Context: an optimization exercise on an open-source flow, tuned for small area, a short achievable clock period and few clock cycles per item. The choices shown serve that exercise and are no tape-out recipe.
The RTL was checked by simulation tests, not by an equivalence proof against the original design.
Power figures rest on the tool's default switching activity, not on a simulated workload.

## yarrow
// ascii_arith_command_interpreter
module ascii_arith_command_interpreter (
   input  logic        clock,
   input  logic        reset,
   input  logic        req_valid,
   output logic        req_ready,
   input  logic [7:0]  req_byte_req,
   output logic        rsp_valid,
   input  logic        rsp_ready,
   output logic [2:0]  rsp_status,
   output logic [31:0] rsp_value
);
For scale: about 140 flip-flops, about 49 I/O pins.
==> flow/config.mk <==
export PLATFORM = sky130hd
export DESIGN_NAME = ascii_arith_command_interpreter
export DESIGN_NICKNAME = ascii_arith_command_interpreter
export VERILOG_FILES = /design/flow/design.v
export SDC_FILE = /design/flow/constraint.sdc
export NUM_CORES = 4
export LEC_CHECK = 0
export CAP_MARGIN = 20
export CORE_MARGIN = 2
export CORE_UTILIZATION = 40
export PLACE_DENSITY = 0.75
export SLEW_MARGIN = 20
==> flow/constraint.sdc <==
create_clock -name core_clock -period 10.0 [get_ports {clock}]
set_input_delay 2.0000 -clock core_clock [delete_from_list [all_inputs] [get_ports {clock}]]
set_output_delay 2.0000 -clock core_clock [all_outputs]
set_load 0.01 [all_outputs]
standard.sh (not shown) runs the stock make flow with config.mk's settings and CLKGATE_MAP_FILE= SYNTH_SCRIPT=/design/flow/synth_recipe.tcl, a recipe that flattens the netlist after the stock synthesis.
==> flow/flow/run.sh <==
#!/bin/bash
# The standard layout, with the setup repair aiming for 6.9 ns of slack at the 10 ns clock
# (a 3.1 ns path target, about what the output paths allow) instead of none, so repair_timing
# works towards the period the design can reach.  Each tool's output goes to standard.log here.
bash standard.sh SETUP_SLACK_MARGIN=6.9 finish > standard.log 2>&1
yarrow: full flow OK, the timing, DRC and antenna checks passed
Testbench counts of yarrow, summed over its fixed seeds: cycles 85,220, lines 3,200.
Changes in maple relative to yarrow:
- PLACE_DENSITY removed (was 0.75)
- CTS_BUF_LIST newly set to sky130_fd_sc_hd__clkbuf_8
- CTS_CLUSTER_SIZE newly set to 30
==> flow/flow/run.sh <==
#!/bin/bash
# Standard layout with a deeper setup repair target; tool output goes to standard.log here.
bash standard.sh SETUP_SLACK_MARGIN=7 finish > standard.log 2>&1
### Flow results
The final layouts of maple and yarrow pass the timing, DRC and antenna checks. Summary: with yarrow as the reference, post-route cell area in maple moved up slightly. Of maple and yarrow, yarrow shows the higher worst setup margin, with maple below it. Higher combined global-route utilization of all metal layers among maple and yarrow: maple.
#### Input delta (violet over maple)
- CTS_CLUSTER_SIZE: 30 -> unset
- CTS_BUF_LIST: sky130_fd_sc_hd__clkbuf_8 -> unset
--- a/flow/flow/run.sh
+++ b/flow/flow/run.sh
@@ -3 +3 @@
-bash standard.sh SETUP_SLACK_MARGIN=7 finish > standard.log 2>&1
+bash standard.sh SETUP_SLACK_MARGIN=7.5 finish > standard.log 2>&1
Results
Against maple, violet reports a worst-case reg-to-reg path depth that is higher. Going from maple to violet, the post-layout instance area was found to have gone up by 2200 um2. violet against maple: combinational power share has remained practically unchanged; design internal power now larger.
Input-level comparison between onyx and violet:
==> flow/flow/run.sh <==
#!/bin/bash
bash standard.sh SETUP_SLACK_MARGIN=6.8 finish > standard.log 2>&1
[summary]
Delta (onyx minus violet): iteration count of the initial detailed-routing pass increased 2, hold slack rose by 6.3 ps. NOTE: global-route usage over all layers in onyx falls short of that of violet. violet finished every step from synthesis to the final layout, and the layout passed the timing, DRC and antenna checks. onyx completed end to end with timing, DRC and antenna clean.


== v11 ==
Starting RTL as in the previous note.
clock: 10.0 ns
lec_check: 0
cap_margin: 20
core_margin: 2
core_utilization: 40
cts_cluster_diameter: 150
cts_cluster_size: 40
slew_margin: 20
==> flow/flow/run.sh <==
#!/bin/bash
# Standard layout with a deeper setup repair target; tool output goes to standard.log here.
bash standard.sh SETUP_SLACK_MARGIN=6.9 finish > standard.log 2>&1
Testbench counts of v11, summed over its fixed seeds: cycles 85,220, lines 3,200.
Modified inputs, v4 compared to v11
- a deleted CTS_CLUSTER_SIZE that had been 40
- a change of CORE_UTILIZATION from 40 to 50
- a deleted CTS_CLUSTER_DIAMETER that had been 150
==> flow/flow/run.sh <==
#!/bin/bash
# Standard layout with a deeper setup repair target; tool output goes to standard.log here.
bash standard.sh SETUP_SLACK_MARGIN=7 finish > standard.log 2>&1
## What came out
The flow did not stop early for v4: all stages ran, and the layout cleared the timing, DRC and antenna checks.
v4 against v11: post-placement worst setup slack moved down, number of placed cells counting well taps decreased by 95 relative to the old numbers, design area went up.
The met2 wire length of v4 exceeds that of v11 by 1.6%.
Reg-to-reg setup timing slack ends up lower on v11.
Cells: v4 has fewer instances than v11
Compared with v11, v4 shows multi-input combinational cell area higher by about 1.3%.
On maximum vdd drop, v4 does better than v11.
Overall via count from detail_route on v4 is behind v11.
Count of buffers not belonging to the clock network in the layout came out higher on v4 than on v11.
When v4 is set beside v11, its data arrival at the endpoint of the critical path turns out to be 20 ps smaller.
> inputs changed (v4 -> v3)
- a change of CORE_UTILIZATION from 50 to 40
Results
v3: flow completed, timing, DRC and antenna clean. Share of cell area taken by multi-input logic gates across v4 and v3: no real change. On cell area, v4 tracks v3 almost exactly. In the metrics for v4 and v3, the one carrying the higher total power divided by cell area is v4.
The inputs of v45 differ from those of v3 as listed below.
==> flow/flow/run.sh <==
#!/bin/bash
# The standard layout, with the setup repair aiming for 6.9 ns of slack at the 10 ns clock
# (a 3.1 ns path target, about what the output paths allow) instead of none, so repair_timing
# works towards the period the design can reach.  Each tool's output goes to standard.log here.
bash standard.sh SETUP_SLACK_MARGIN=6.9 finish > standard.log 2>&1
--- outcome ---
v45 vs v3, sequential portion of the cell area went up by 0.43 points.
| power of the combinational group | v45 vs v3 | about 2% lower |
Delta(worst setup slack for register-to-register paths, v45 - v3) < 0
The setup slack of v45 is larger than that of v3.
v45 — final period demand of the worst path 5.3 ps lower, v3 as reference
Setup changes, v45 to v23
- changing CORE_UTILIZATION from 40 to 45
--- outcome ---
v45 and v23 ended up with roughly the same fmax. The worst setup slack on v45 is in line with that on v23. For the filler cell count in the final layout, v23 came in 301 lower than v45 did. Between v23 and v45, fraction of met3 tracks used by global routing is higher for v23, v45 comes in under that. Delta (v23 minus v45): total power +2.5%, total of clock buffers placed in the layout +2, fraction of power consumed by the clock network +1.0 points.

[static timing again, ports no longer ideal]
The flow's constraints put no driver on any port. The routed layouts listed below were extracted and timed again, unchanged, in two steps. Step 1: set_driving_cell puts a clkbuf_16 on clock and a buf_2 on each other input, an assumption about the parent block. Step 2 adds t to the input delays and takes it off the output delays; t is the mean of the earliest and latest rising clock arrival at the registers after step 1. Input paths then give back, and output paths get back, about the clock's delay inside the block. Slacks: no drivers / after step 1 / after step 2; pairs: no drivers / after step 1.
run	shift t [ns]	setup slack, ns	worst hold slack (ns)	latest minus earliest clock arrival (ns)	cell pins on the clock port's net
yarrow	0.479	6.925 / 6.877 / 6.501	0.465 / 0.465 / 0.465	0.012 / 0.012	1
maple	0.517	6.874 / 6.827 / 6.568	0.458 / 0.458 / 0.458	0.016 / 0.016	1
violet	0.491	6.895 / 6.844 / 6.574	0.454 / 0.454 / 0.454	0.015 / 0.015	1
onyx	0.482	6.828 / 6.776 / 6.428	0.460 / 0.460 / 0.460	0.013 / 0.014	1
v11	0.477	6.920 / 6.869 / 6.495	0.487 / 0.487 / 0.487	0.014 / 0.015	1
v4	0.477	6.936 / 6.888 / 6.601	0.454 / 0.454 / 0.454	0.019 / 0.019	1
v3	0.486	6.915 / 6.864 / 6.568	0.455 / 0.455 / 0.455	0.011 / 0.011	1
v45	0.477	6.920 / 6.869 / 6.495	0.487 / 0.487 / 0.487	0.014 / 0.015	1
v23	0.484	6.922 / 6.869 / 6.493	0.470 / 0.470 / 0.470	0.019 / 0.019	1
After both steps every run listed still meets setup and hold. For v23, which loses most, drivers alone change the setup slack by -0.053 ns; drivers and shift together by -0.429 ns.
